This is an optimization exercise on Yosys and OpenROAD, whose aim is small area, not a production implementation.
The RTL was checked by simulation tests, not by an equivalence proof against the original design.
Power figures rest on the tool's default switching activity, not on a simulated workload.

==> design/flow/run.sh <==
#!/bin/bash
# synth_recipe.tcl (not shown) runs the flow's synth.tcl, then flattens the netlist and writes it again
# the make line also repeats each setting of config.mk as NAME=value (left out here)
make -C /OpenROAD-flow-scripts/flow DESIGN_CONFIG=/design/flow/config.mk WORK_HOME=/design/flow/orfs CLKGATE_MAP_FILE= SYNTH_SCRIPT=/design/flow/synth_recipe.tcl finish
==> design/flow/config.mk <==
export PLATFORM = sky130hd
export DESIGN_NAME = regfile_sb
export DESIGN_NICKNAME = regfile_sb
export VERILOG_FILES = /design/flow/design.v
export SDC_FILE = /design/flow/constraint.sdc
export NUM_CORES = 4
export LEC_CHECK = 0
export CAP_MARGIN = 20
export CORE_MARGIN = 2
export CORE_UTILIZATION = 60
export CTS_CLUSTER_DIAMETER = 80
export CTS_CLUSTER_SIZE = 30
export PLACE_DENSITY = 0.72
export SLEW_MARGIN = 20
export SYNTH_HIERARCHICAL = 1
==> design/flow/constraint.sdc <==
create_clock -name core_clock -period 8.0 [get_ports {Clk}]
set_input_delay 1.6000 -clock core_clock [delete_from_list [all_inputs] [get_ports {Clk}]]
set_output_delay 1.6000 -clock core_clock [all_outputs]
set_load 0.01 [all_outputs]
==> design/flow/design.v <==
module rf_aoi222 (
  input  logic a0, b0, a1, b1, a2, b2,
  output logic y
);
  assign y = ~((a0 & b0) | (a1 & b1) | (a2 & b2));
endmodule
module rf_nand4 (
  input  logic a, b, c, d,
  output logic y
);
  assign y = ~(a & b & c & d);
endmodule
module rf_nand3 (
  input  logic a, b, c,
  output logic y
);
  assign y = ~(a & b & c);
endmodule
module rf_nand2 (
  input  logic a, b,
  output logic y
);
  assign y = ~(a & b);
endmodule
module rf_nor3 (
  input  logic a, b, c,
  output logic y
);
  assign y = ~(a | b | c);
endmodule
module rf_oai22 (
  input  logic a0, a1, b0, b1,
  output logic y
);
  assign y = ~((a0 | a1) & (b0 | b1));
endmodule
module rf_ao22 (
  input  logic a0, a1, b0, b1,
  output logic y
);
  assign y = (a0 & a1) | (b0 & b1);
endmodule
module rf_rdbit (
  input  logic [30:0] d,
  input  logic [30:0] s,
  input  logic        byp,
  input  logic        bypn,
  input  logic        wn,
  output logic        y
);
  logic [10:0] z;
  logic [2:0]  p;
  logic        rn;
  for (genvar k = 0; k < 10; k++) begin : gAoi
    rf_aoi222 uA (.a0(d[3*k]), .b0(s[3*k]), .a1(d[3*k+1]), .b1(s[3*k+1]),
                  .a2(d[3*k+2]), .b2(s[3*k+2]), .y(z[k]));
  end
  rf_nand2 uN2 (.a(d[30]), .b(s[30]), .y(z[10]));
  rf_nand4 uP0 (.a(z[0]), .b(z[1]), .c(z[2]), .d(z[3]), .y(p[0]));
  rf_nand4 uP1 (.a(z[4]), .b(z[5]), .c(z[6]), .d(z[7]), .y(p[1]));
  rf_nand3 uP2 (.a(z[8]), .b(z[9]), .c(z[10]), .y(p[2]));
  rf_nor3  uR  (.a(p[0]), .b(p[1]), .c(p[2]), .y(rn));
  rf_oai22 uY  (.a0(rn), .a1(byp), .b0(wn), .b1(bypn), .y(y));
endmodule
module regfile_sb #(
  parameter int unsigned DATA_W = 32,
  parameter int unsigned ADDR_W = 5,
  parameter int unsigned BYPASS = 1
) (
  input  logic                Clk,
  input  logic                Rst_n,
  input  logic                WE,
  input  logic [ADDR_W-1:0]   Rw,
  input  logic [DATA_W/8-1:0] WBE,
  input  logic [DATA_W-1:0]   busW,
  input  logic [ADDR_W-1:0]   Ra,
  input  logic [ADDR_W-1:0]   Rb,
  output logic [DATA_W-1:0]   busA,
  output logic [DATA_W-1:0]   busB,
  output logic                RdyA,
  output logic                RdyB,
  input  logic                Issue,
  input  logic [ADDR_W-1:0]   Rd,
  output logic [ADDR_W:0]     PendCnt
);
  localparam int unsigned DEPTH = 1 << ADDR_W;
  localparam int unsigned NLANE = DATA_W / 8;
  localparam logic        BYP   = (BYPASS != 0);
  logic [DATA_W-1:0] regs [1:DEPTH-1];
  logic [DATA_W-1:0] regsNext [1:DEPTH-1];
  logic [DEPTH-1:1]  pend;
  logic [DEPTH-1:1]  wsel, wselR, dsel, selA, selB;
  logic [NLANE-1:0]  wbeR;
  logic [DATA_W-1:0] wdata, wn;
  logic [NLANE-1:0]  lnA, lnB, lnAn, lnBn;
  logic              wrEn, isEn;
  logic              bypA, bypB;
  logic              pendA, pendB, pendRw, pendRd;
  logic              incr, decr;
  assign wrEn  = WE && (Rw != '0);
  assign isEn  = Issue && (Rd != '0);
  assign wdata = busW & {DATA_W{Rst_n}};
  assign wn    = ~busW;
  for (genvar i = 1; i < DEPTH; i++) begin : gDec
    assign wsel[i]  = wrEn && (Rw == ADDR_W'(i));
    assign wselR[i] = wsel[i] || !Rst_n;
    assign dsel[i]  = isEn && (Rd == ADDR_W'(i));
    assign selA[i]  = (Ra == ADDR_W'(i));
    assign selB[i]  = (Rb == ADDR_W'(i));
  end
  for (genvar l = 0; l < NLANE; l++) begin : gWbe
    assign wbeR[l] = WBE[l] || !Rst_n;
  end
  for (genvar i = 1; i < DEPTH; i++) begin : gReg
    for (genvar l = 0; l < NLANE; l++) begin : gLane
      logic en, enN;
      assign en  = wselR[i] && wbeR[l];
      assign enN = !(wselR[i] && wbeR[l]);
      for (genvar b = 8*l; b < 8*l+8; b++) begin : gBit
        rf_ao22 uH (.a0(en), .a1(wdata[b]), .b0(enN), .b1(regs[i][b]),
                    .y(regsNext[i][b]));
      end
    end
    always_ff @(posedge Clk) regs[i] <= regsNext[i];
    always_ff @(posedge Clk) begin
      pend[i] <= Rst_n && (dsel[i] || (pend[i] && !wsel[i]));
    end
  end
  assign bypA = BYP && Rst_n && wrEn && (Rw == Ra);
  assign bypB = BYP && Rst_n && wrEn && (Rw == Rb);
  for (genvar l = 0; l < NLANE; l++) begin : gLn
    assign lnA[l]  = bypA && WBE[l];
    assign lnB[l]  = bypB && WBE[l];
    assign lnAn[l] = !(bypA && WBE[l]);
    assign lnBn[l] = !(bypB && WBE[l]);
  end
  for (genvar b = 0; b < DATA_W; b++) begin : gRd
    logic [30:0] col;
    for (genvar i = 1; i < DEPTH; i++) begin : gCol
      assign col[i-1] = regs[i][b];
    end
    rf_rdbit uA (.d(col), .s(selA), .byp(lnA[b/8]), .bypn(lnAn[b/8]), .wn(wn[b]),
                 .y(busA[b]));
    rf_rdbit uB (.d(col), .s(selB), .byp(lnB[b/8]), .bypn(lnBn[b/8]), .wn(wn[b]),
                 .y(busB[b]));
  end
  always_comb begin
    pendA = 1'b0;
    pendB = 1'b0;
    pendRw = 1'b0;
    pendRd = 1'b0;
    for (int i = 1; i < DEPTH; i++) begin
      pendA  = pendA | (pend[i] & selA[i]);
      pendB  = pendB | (pend[i] & selB[i]);
      pendRw = pendRw | (pend[i] & wsel[i]);
      pendRd = pendRd | (pend[i] & dsel[i]);
    end
  end
  assign RdyA = bypA || !pendA;
  assign RdyB = bypB || !pendB;
  assign incr = isEn && !pendRd;
  assign decr = wrEn && pendRw && !(isEn && (Rd == Rw));
  always_ff @(posedge Clk) begin
    if (!Rst_n)             PendCnt <= '0;
    else if (incr && !decr) PendCnt <= PendCnt + 1'b1;
    else if (decr && !incr) PendCnt <= PendCnt - 1'b1;
  end
endmodule
==> metrics.csv <==
stage;metric;value;unit
clock_network;cts_setup_buffers;0;
setup_path;critical_path_arrival;5430;ps
global_routing;track_usage;45.38;%
synthesis;yosys_most_used_dff;dfxtp_1;
global_routing;grt_max_degree;58;
floorplanning;die_width;271.4;um
floorplanning;chipHeight;271.4;um
drt;drtAntennaViolNets;0;
power;power.leakage;18.72;nW
setup_path;crit_chain;clkdlybuf4s50_1 > nand2b_1 > nor2_2 > buf_4 > a222oi_1 > nand4_1 > nor3_2 > o22ai_1 > clkdlybuf4s50_1;
setup_path;cp_slowest_cell;a222oi_1;
synthesis;synthArstFlopShare;0;%
floorplanning;start_util;60.32;%
setup_path;cp_common_cell;clkdlybuf4s50_1;
global_routing;antenna_found_initial;7;
clock_network;cts_sinks;1029;
sta;skew;25.71;ps
setup_path;critPathLaunchType;input pin;
flow_run;maxCapViolations;0;
drt;wl_per_cell;34.04;um
clock_network;cts_hold_buf;0;
sta;tightestPinTransition;1243;ps
drt;wl;176.4;mm
setup_path;crit_required;6400;ps
synthesis;synth_top_area_share;48.02;%
place;place_congestion;1.049;
synthesis;synthTopCellsByCount;dfxtp_1, a22o_1, a222oi_1;
clock_network;clk_path_buf_depth;3;
clock_network;cts.reportedPaths.clkPinSlew;110;ps
sta;min_period_over_period;87.89;%
power;pwr_density_cell;222.4;mW/mm2
synthesis;ys_warn_count;10;
drt;viasPerCell;8.210;
synthesis;synth.yosys.seq_area_share;48.02;%
place;place_ws;1178;ps
place;placed_cell_area;0.04655;mm2
setup_path;path_delay_family;simple AND/OR/NAND/NOR gates;
drt;dr.pass1.iters;17;
layout;final_cells;5183;
power;peakVddDrop;0.0002321;V
layout;syn_to_final_growth;12.03;%
setup_path;max_stage_delay;700;ps
synthesis;synthTopCellsByArea;dfxtp_1, a22o_1, a222oi_1;
clock_network;cts_resized;0;
drt;drcViolationCount;0;
synthesis;yosysTopAreaCell;dfxtp_1;
layout;final_nets;4263;
layout;nFillCells;5674;
setup_path;path_buf_inv;3;
global_routing;grt_first_pass_wirelength;255.2;mm
place;port_buffers;131;
global_routing;first_global_vias;38610;
sta;rsz0062_at_grt;no;
synthesis;synth_edf_count;0;
hold_path;hp-class;reg2reg;
synthesis;yosysUniqueCellTypes;76;
sta;hold_ws;478.6;ps
synthesis;synth_seq_cells;1029;
status;outcome;finished clean;
sta;slew_headroom;16.93;%
floorplanning;num_io_pins;132;
place;dp_cells;5099;
drt;vias;42550;
sta;setup_viol;0;
floorplanning;core;0.07112;mm2
layout;fin_area;0.04806;mm2
floorplanning;rows;98;
setup_path;r2r_slack;4610;ps
sta;fmax;0.1422;GHz
sta;setup_slack;968.8;ps
setup_path;cp-end-kind;output pin;
synthesis;synthCells;3952;
setup_path;path_max_fanout;17;
sta;finalSetupTns;0;ps
clock_network;cts_tree;yes;
floorplanning;die-area;0.07366;mm2
clock_network;cts_inserted_buffers;45;
clock_network;root_buffer;clkbuf_16;
setup_path;critPathKind;in2out;
synthesis;synth_area;0.04290;mm2
sta;finalHoldViolCount;0;
synthesis;synth_fp_nets;4018;
global_routing;gr-total-overflow;0;
sta;fin_crit;7031;ps
place;dp_hpwl;120.4;mm
clock_network;h-tree-depth;2;
clock_network;clk_latency;660;ps
layout;drive_gt1_share;8.483;%
sta;drv_slew;0;
drt;first_iter_violations;10220;
synthesis;syn_area_per_cell;10.86;um2
synthesis;synth_most_common_cell;dfxtp_1;
==> layer usage <==
metal / global-route usage (%) / share of wire, % / up-vias
met3: 17.73 / 16 / 687
li1: - / - / 17790
met5: 0.3851 / 0.060 / -
met4: 25.36 / 6.5 / 10
met2: 64.21 / 40 / 3680
met1: 58.98 / 37 / 20380
==> final timing paths <==
path / from / endpoint / cells after the start
worst max register to register: pend[13] / PendCnt[4] / 13
worst min-delay path: PendCnt[5] / PendCnt[5] / 2
worst min register to register: PendCnt[5] / PendCnt[5] / 2
worst max-delay path: Ra[2] / busA[1] / 9
==> modules after synthesis, one instance, submodules excluded, a selection <==
module	area [um2]	cells
regfile_sb	25400	1936
rf_ao22	8.758	1
rf_aoi222	10.01	1
rf_nand2	3.754	1
rf_nand3	5.005	1
rf_nand4	6.256	1
rf_nor3	10.01	1
rf_oai22	6.256	1
==> placed cells by master (no fill, tap or decap), types with 8 or more instances in the layout <==
| cell | n |
|---|---|
| a21boi_1 | 10 |
| a21oi_1 | 14 |
| a222oi_1 | 640 |
| a22o_1 | 1000 |
| a22oi_1 | 18 |
| a31oi_1 | 13 |
| and2_1 | 44 |
| buf_4 | 141 |
| clkbuf_16 | 47 |
| clkdlybuf4s50_1 | 130 |
| dfxtp_1 | 1029 |
| diode_2 | 13 |
| inv_1 | 149 |
| mux2i_1 | 16 |
| nand2_1 | 254 |
| nand2b_1 | 18 |
| nand3_1 | 85 |
| nand4_1 | 133 |
| nand4b_1 | 8 |
| nor2_1 | 38 |
| nor2_2 | 13 |
| nor2_4 | 37 |
| nor2b_1 | 26 |
| nor3_2 | 74 |
| o21a_1 | 8 |
| o21ai_0 | 23 |
| o21ai_1 | 21 |
| o22ai_1 | 66 |
| xnor2_1 | 10 |
| xor2_1 | 8 |
==> cell families after synthesis <==
kind of cell / synth area share (%)
xor gates and xnor gates: 0.3675
muxes: 0.5308
DFF: 48.02
buffers and inverters: 2.082
adders and majority gates: 0.1925
and+or+nand+nor: 10.08
AOI/OAI and AO/OA: 38.73
==> power by group <==
group          switching (mW)  internal, mW
clock network            1.77          1.15
registers               0.464          5.66
logic                   0.946         0.696
total                    3.18          7.51
==> flip-flops by register name (all words and copies together), names as in the netlist <==
register / count
PendCnt: 6
pend: 31
regs: 992
==> tightest hold or removal path: cells and delay by family, from the launching register on <==
| kind | cells | cell delay (ps) |
|---|---|---|
| flops | 1 | 340 |
| simple gates | 1 | 50 |
| mux | 1 | 50 |
==> final cells by class <==
class | count | area, um2 | area share (%)
clock inverter | 19 | 222.7 | 0.4634
inverter | 155 | 581.8 | 1.211
timing repair buffer | 273 | 2407 | 5.009
clock buffer | 51 | 1221 | 2.541
multi-input combinational | 2693 | 21810 | 45.38
sequential | 1029 | 20600 | 42.86
antenna | 13 | 32.53 | 0.06769
tap | 950 | 1189 | 2.473
==> metrics by stage <==
step	power, mW	util (%)
after floorplan	7.078	-
after global placement	7.737	65.46
after detailed placement	7.779	65.46
after CTS	10.59	67.49
after global routing	10.98	67.54
final	10.69	67.58

[separate check: timing with driven ports]
The flow's constraints put no driver on any port. The routed layout listed below was extracted and timed again, unchanged, in two steps. Step 1 sets driving cells, clkbuf_16 on the clock port and buf_2 on the other inputs (assumed; they add their load-dependent delay and slew). Step 2 moves the port delays by t, midway between the first and last clock arrival at a register: inputs arrive t later, outputs are due t later. That takes back most of the time a late clock gives input paths. a / b / c = ideal / step 1 / step 2; a / b = the first two.
shift t [ns]: 0.718
setup WS [ns]: 0.969 / 0.947 / 0.947
hold WS [ns]: 0.479 / 0.479 / 0.479
worst register clock-pin slew, ns: 0.12 / 0.12
worst slew at a driven data input, ns: 0.04
After both steps setup and hold are still met in this run. The setup slack of this run moves by -0.022 ns with the drivers and by -0.022 ns with both steps.
